What follows belongs to an exercise in optimizing a design on an open flow for small area and a short achievable clock period; a production flow would make more cautious choices. Only simulation tests tie the RTL to the original design; equivalence was not proved. No driver is modelled on the clock port, so clock power and skew are understated where the tree is cut down; a real chip needs a root buffer or a tree. No activity file was given, so power comes from the tool's default toggle rates.

Setup of P:
// data_memory_responder
module data_memory_responder #(
    parameter int DEPTH_LOG2 = 6,
    parameter int LATENCY    = 2
) (
    input  logic        clk,
    input  logic        reset,
    input  logic        req,
    input  logic        we,
    input  logic [31:0] addr,
    input  logic [31:0] wdata,
    output logic        ready,
    output logic [31:0] rdata,
    output logic        err,
    output logic        busy
);
    localparam int NRING = 8;
    localparam int RLEN  = 8;
    logic unused_addr_bits;
    assign unused_addr_bits = &{1'b0, addr[31:8], LATENCY[0], DEPTH_LOG2[0]};
    logic busy_q, a0, a1, a2, ready_q;
    logic idle_q;     
    always_ff @(posedge clk or negedge reset) begin
        if (!reset) begin
            busy_q  <= 1'b0;
            idle_q  <= 1'b1;
            a0      <= 1'b0;
            a1      <= 1'b0;
            a2      <= 1'b0;
            ready_q <= 1'b0;
        end else begin
            busy_q  <= (idle_q && req) || a0 || a1 || a2;
            idle_q  <= !((idle_q && req) || a0 || a1 || a2);
            a0      <= idle_q && req;
            a1      <= a0;
            a2      <= a1;
            ready_q <= a2;
        end
    end
    logic             lat_we;
    logic [1:0]       lat_addr;
    logic [31:0]      lat_wdata;
    logic [NRING-1:0] ring_oh;
    logic             err_q;
    always_ff @(posedge clk) begin
        if (idle_q) begin
            lat_we    <= we;
  ...
Settings: LEC_CHECK=0, ABC_AREA=1, CAP_MARGIN=20, CORE_MARGIN=2, CORE_UTILIZATION=63, SETUP_SLACK_MARGIN=2.65, SLEW_MARGIN=20; clock period 4.5 ns.
standard.sh (not shown) runs the stock make flow with config.mk's settings and CLKGATE_MAP_FILE= SYNTH_SCRIPT=/design/flow/synth_recipe.tcl, a recipe that flattens the netlist after the stock synthesis.
==> flow/flow/run.sh <==
#!/bin/bash
# Layout flow: the standard ORFS flow (standard.sh), with the clock tree
# built by flow/pre_cts.tcl (a two-level balanced tree) instead of TritonCTS.
# The whole make/ORFS output goes to standard_flow.log in the work folder;
# ORFS also keeps each step's own log under orfs/logs/.
set -euo pipefail
export PRE_CTS_TCL="$PWD/flow/pre_cts.tcl"
bash standard.sh > standard_flow.log 2>&1
Other scripts of this flow, unchanged in this note and not shown: flow/flow/my_tree.tcl, flow/flow/pre_cts.tcl
Modified inputs, Q compared to P
Settings: CELL_PAD_IN_SITES_GLOBAL_PLACEMENT: unset -> 0; CELL_PAD_IN_SITES_DETAIL_PLACEMENT: unset -> 0; ABC_AREA: 1 -> unset.
Findings:
Q against P: via count -1503; detail-routed via count per cell +5.2%; proportion of layout cells with a drive suffix above 1 +5.1 points; power in combinational cells -19%; clock skew -0.011 ns. Measured against each other, Q and P differ in clock network fraction of total power, the higher figure coming from Q. Q gives less simple-gate area share of the yosys netlist than P did.
No run of this note takes its clock network from TritonCTS; it comes from the design's own scripts or RTL.

Setup of wip/willow:
The RTL this note starts from:
==> flow/design.v <==
module data_memory_responder #(
    parameter int DEPTH_LOG2 = 6,
    parameter int LATENCY    = 2
) (
    input  logic        clk,
    input  logic        reset,
    input  logic        req,
    input  logic        we,
    input  logic [31:0] addr,
    input  logic [31:0] wdata,
    output logic        ready,
    output logic [31:0] rdata,
    output logic        err,
    output logic        busy
);
    localparam int NRING = 8;
    localparam int RLEN  = 8;
    logic unused_addr_bits;
    assign unused_addr_bits = &{1'b0, addr[31:8], LATENCY[0], DEPTH_LOG2[0]};
    logic busy_q, a0, a1, a2, ready_q;
    logic idle_q;     
    always_ff @(posedge clk or negedge reset) begin
        if (!reset) begin
            busy_q  <= 1'b0;
            idle_q  <= 1'b1;
            a0      <= 1'b0;
            a1      <= 1'b0;
            a2      <= 1'b0;
            ready_q <= 1'b0;
        end else begin
            busy_q  <= (idle_q && req) || a0 || a1 || a2;
            idle_q  <= !((idle_q && req) || a0 || a1 || a2);
            a0      <= idle_q && req;
            a1      <= a0;
            a2      <= a1;
            ready_q <= a2;
        end
    end
    logic             lat_we;
    logic [1:0]       lat_addr;
    logic [31:0]      lat_wdata;
    logic [NRING-1:0] ring_oh;
    logic             err_q;
    always_ff @(posedge clk) begin
        if (idle_q) begin
            lat_we    <= we;
            lat_addr  <= addr[1:0];
            lat_wdata <= wdata;
            for (int r = 0; r < NRING; r++) ring_oh[r] <= (addr[7:5] == 3'(r));
        end
    end
    always_ff @(posedge clk) err_q <= (lat_addr[1:0] != 2'b00);
    logic [2:0]      ph;
    logic [RLEN-1:0] phoh;
    always_ff @(posedge clk) begin
        ph <= ph + 3'd1;
        for (int i = 0; i < RLEN; i++) phoh[i] <= (ph + 3'd1 == 3'(i));
    end
    logic [RLEN-1:0] slot_new, pos_new, lpos;
    logic            al_new, al_lat;
    always_comb begin
        for (int i = 0; i < RLEN; i++) slot_new[i] = (addr[4:2] == 3'(i));
        for (int k = 0; k < RLEN; k++) begin
            pos_new[k] = 1'b0;
            for (int i = 0; i < RLEN; i++)
                pos_new[k] = pos_new[k] || (slot_new[i] && phoh[(k - i) & (RLEN - 1)]);
        end
    end
    always_ff @(posedge clk) begin
        if (idle_q) lpos <= {pos_new[RLEN-2:0], pos_new[RLEN-1]};
        else        lpos <= {lpos[RLEN-2:0], lpos[RLEN-1]};
    end
    assign al_new  = (addr[1:0] == 2'b00);
    assign al_lat  = (lat_addr[1:0] == 2'b00);
    logic             st_new, st_lat;
    logic [NRING-1:0] wen0, wen4;
    assign st_new = reset && req && we && al_new;
    assign st_lat = (a0 || a1 || a2) && lat_we && al_lat;
    always_ff @(posedge clk) begin
        for (int r = 0; r < NRING; r++) begin
            wen0[r] <= idle_q ? (st_new && addr[7:5] == 3'(r) && pos_new[6])
                              : (st_lat && ring_oh[r] && lpos[6]);
            wen4[r] <= idle_q ? (st_new && addr[7:5] == 3'(r) && pos_new[2])
                              : (st_lat && ring_oh[r] && lpos[2]);
        end
    end
    logic [31:0] ring [NRING][RLEN];
    for (genvar r = 0; r < NRING; r++) begin : g_ring
        always_ff @(posedge clk) begin
            for (int p = 0; p < RLEN; p++) begin
                if (p == 0)      ring[r][p] <= wen0[r] ? lat_wdata : ring[r][RLEN-1];
                else if (p == 4) ring[r][p] <= wen4[r] ? lat_wdata : ring[r][p-1];
                else             ring[r][p] <= ring[r][p-1];
            end
        end
    end
    logic             ld_new, ld_lat, hit_new, hit_lat;
    logic [NRING-1:0] rsel0, rsel3, rsel6;
    logic             cap;
    assign ld_new  = req && !we && al_new;
    assign ld_lat  = (a0 || a1) && !lat_we && al_lat;
    assign hit_new = (pos_new[7]) || (pos_new[2]) || (pos_new[5]);
    assign hit_lat = lpos[7] || lpos[2] || lpos[5];
    always_ff @(posedge clk) begin
        for (int r = 0; r < NRING; r++) begin
            rsel0[r] <= idle_q ? (ld_new && addr[7:5] == 3'(r) && pos_new[7])
                               : (ld_lat && ring_oh[r] && lpos[7]);
            rsel3[r] <= idle_q ? (ld_new && addr[7:5] == 3'(r) && pos_new[2])
                               : (ld_lat && ring_oh[r] && lpos[2]);
            rsel6[r] <= idle_q ? (ld_new && addr[7:5] == 3'(r) && pos_new[5])
                               : (ld_lat && ring_oh[r] && lpos[5]);
        end
    end
    always_ff @(posedge clk or negedge reset) begin
        if (!reset) cap <= 1'b0;
        else        cap <= idle_q ? (req && (!al_new || (!we && hit_new)))
                                  : (ld_lat && hit_lat);
    end
    logic [31:0] rd_mux;
    always_comb begin
        rd_mux = 32'h0;
        for (int r = 0; r < NRING; r++) begin
            rd_mux = rd_mux | ({32{rsel0[r]}} & ring[r][0]) | ({32{rsel3[r]}} & ring[r][3]) |
                     ({32{rsel6[r]}} & ring[r][6]);
        end
    end
    logic        clr;
    logic [31:0] rdata_q;
    always_ff @(posedge clk or negedge reset) begin
        if (!reset) clr <= 1'b1;
        else        clr <= 1'b0;
    end
    always_ff @(posedge clk) begin
        if (clr)      rdata_q <= 32'h0;
        else if (cap) rdata_q <= rd_mux;
    end
    assign ready = ready_q;
    assign busy  = busy_q;
    assign rdata = rdata_q;
    assign err   = err_q;
endmodule
Settings: LEC_CHECK=0, CAP_MARGIN=20, CORE_MARGIN=2, CORE_UTILIZATION=70, SETUP_SLACK_MARGIN=2.6, SLEW_MARGIN=20; clock period 4.5 ns.
==> flow/flow/pre_cts.tcl <==
# Hook run by ORFS's cts.tcl before clock tree synthesis (PRE_CTS_TCL).
# Builds a balanced two-level clock tree instead of TritonCTS's: the clock
# port feeds 4 root buffers (buf_16), each root feeds 32 leaf buffers
# (clkbuf_8) and each leaf a compact cluster of about 17 flip-flops. The
# flow's own clock_tree_synthesis call is then replaced by one that only
# marks the clocks as propagated.
source [file join [file dirname [info script]] my_tree.tcl]
mt_build clk 4 32 sky130_fd_sc_hd__clkbuf_8 sky130_fd_sc_hd__buf_16
global_connect
rename clock_tree_synthesis orfs_clock_tree_synthesis_unused
proc clock_tree_synthesis {args} {
  puts "clock tree built by flow/pre_cts.tcl; TritonCTS not run"
  set_propagated_clock [all_clocks]
}
Scripts as last shown in full above: flow/flow/run.sh
Other scripts of this flow, unchanged in this note and not shown: flow/flow/my_tree.tcl
wip/willow ran to completion and came out clean on the timing, DRC and antenna checks.
What wip/indigo does differently from wip/willow at the input level:
Settings: changing CORE_UTILIZATION from 70 to 60.
## What came out
wip/indigo | status: complete | timing, DRC, antenna: pass
The sequential cell area share reported for wip/indigo is smaller than that of wip/willow by 0.21 points.
Delta (wip/indigo minus wip/willow): final total power stayed essentially flat, utilization fell by 11 points, detailed-routing iteration count for the pre-antenna-repair pass fell by 1, first-pass GRT wire length rose by 2.8%.
Higher layout overhead on the synthesized area was reported by wip/indigo, not wip/willow.
Side by side, global-route usage turned out lower in wip/indigo than in wip/willow.
Upper clock frequency limit on wip/indigo is down relative to wip/willow.
Via density per instance in wip/indigo is 4.9% lower than in wip/willow
Edits applied to the flow inputs when going from wip/indigo to wip/quartz:
==> flow/flow/pre_cts.tcl <==
# Hook run by ORFS's cts.tcl before clock tree synthesis (PRE_CTS_TCL).
# Builds a balanced two-level clock tree instead of TritonCTS's: the clock
# port feeds 4 root buffers (buf_16), each root feeds 28 leaf buffers
# (clkbuf_8) and each leaf a compact cluster of about 19 flip-flops. The
# flow's own clock_tree_synthesis call is then replaced by one that only
# marks the clocks as propagated.
source [file join [file dirname [info script]] my_tree.tcl]
mt_build clk 4 28 sky130_fd_sc_hd__clkbuf_8 sky130_fd_sc_hd__buf_16
global_connect
rename clock_tree_synthesis orfs_clock_tree_synthesis_unused
proc clock_tree_synthesis {args} {
  puts "clock tree built by flow/pre_cts.tcl; TritonCTS not run"
  set_propagated_clock [all_clocks]
}
--- outcome ---
There was hardly any difference in required time of the worst setup path between wip/quartz and wip/indigo. Final cell area: wip/quartz below wip/indigo. On worst hold slack, wip/indigo and wip/quartz are basically level. In wip/quartz, proportion of layout cells with a drive suffix above 1 is lower than in wip/indigo. The core of wip/quartz is less densely filled than that of wip/indigo. Per the comparison of wip/quartz with wip/indigo, share of power burned in the clock network down 0.9 points; area growth from synthesis to layout down 0.38 points. Against wip/indigo, wip/quartz comes in 2 higher on antenna diode instance count. Est. power | wip/quartz vs wip/indigo | wip/quartz lower. In terms of peak per-stage delay on the critical path, wip/quartz and wip/indigo differ only marginally. Of wip/quartz and wip/indigo, it is wip/quartz that has the lower via count of the first global-routing pass.
Inputs modified between wip/quartz and wip/yarrow:
Settings: CORE_UTILIZATION changed from 60 to 63; SETUP_SLACK_MARGIN changed from 2.6 to 2.65; PLACE_DENSITY newly set to 0.68.
==> flow/flow/pre_cts.tcl <==
# Hook run by ORFS's cts.tcl before clock tree synthesis (PRE_CTS_TCL).
# Builds a balanced two-level clock tree instead of TritonCTS's: the clock
# port feeds 4 root buffers (buf_16), each root feeds 32 leaf buffers
# (clkbuf_8) and each leaf a compact cluster of about 17 flip-flops. The
# flow's own clock_tree_synthesis call is then replaced by one that only
# marks the clocks as propagated.
source [file join [file dirname [info script]] my_tree.tcl]
mt_build clk 4 32 sky130_fd_sc_hd__clkbuf_8 sky130_fd_sc_hd__buf_16
global_connect
rename clock_tree_synthesis orfs_clock_tree_synthesis_unused
proc clock_tree_synthesis {args} {
  puts "clock tree built by flow/pre_cts.tcl; TritonCTS not run"
  set_propagated_clock [all_clocks]
}
Findings:
Relative to wip/quartz, sequential share of layout area decreased by 0.51 points in wip/yarrow.
From wip/quartz to wip/yarrow the numbers moved as follows: share of power burned in registers decreased 1.0 points, overall die height shrank by about 2.4%, worst setup slack decreased 0.0075 ns.
In every run of this note, the design's own scripts or RTL, not TritonCTS, make the clock network.

## afterwards: timing with drivers on the ports
How much do the figures lean on ideal ports? The routed layouts below were timed once more, with nothing changed but the port constraints.
Step 1: set_driving_cell puts a clkbuf_16 on clk and a buf_2 on each other input, an assumption about the parent block.
Step 2 adds t to the input delays and takes it off the output delays; t is the mean of the earliest and latest rising clock arrival at the registers after step 1. Input paths then give back, and output paths get back, about the clock's delay inside the block.
Slacks: ideal ports / drivers / drivers and shift; pairs: ideal ports / drivers.
| run | t, ns | setup WS [ns] | clock arrival spread, ns | worst data-port slew with drivers (ns) |
|---|---|---|---|---|
| P | 0.678 | 2.551 / 2.390 / 2.118 | 0.033 / 0.032 | 0.05 |
| Q | 0.679 | 2.560 / 2.392 / 1.999 | 0.024 / 0.024 | 0.14 |
| wip/willow | 0.668 | 2.580 / 2.414 / 2.019 | 0.029 / 0.030 | 0.13 |
| wip/indigo | 0.682 | 2.551 / 2.382 / 2.057 | 0.038 / 0.038 | 0.06 |
| wip/quartz | 0.672 | 2.545 / 2.378 / 2.062 | 0.044 / 0.045 | 0.06 |
| wip/yarrow | 0.676 | 2.538 / 2.373 / 2.042 | 0.031 / 0.032 | 0.06 |
After both steps setup and hold are still met in every run listed.
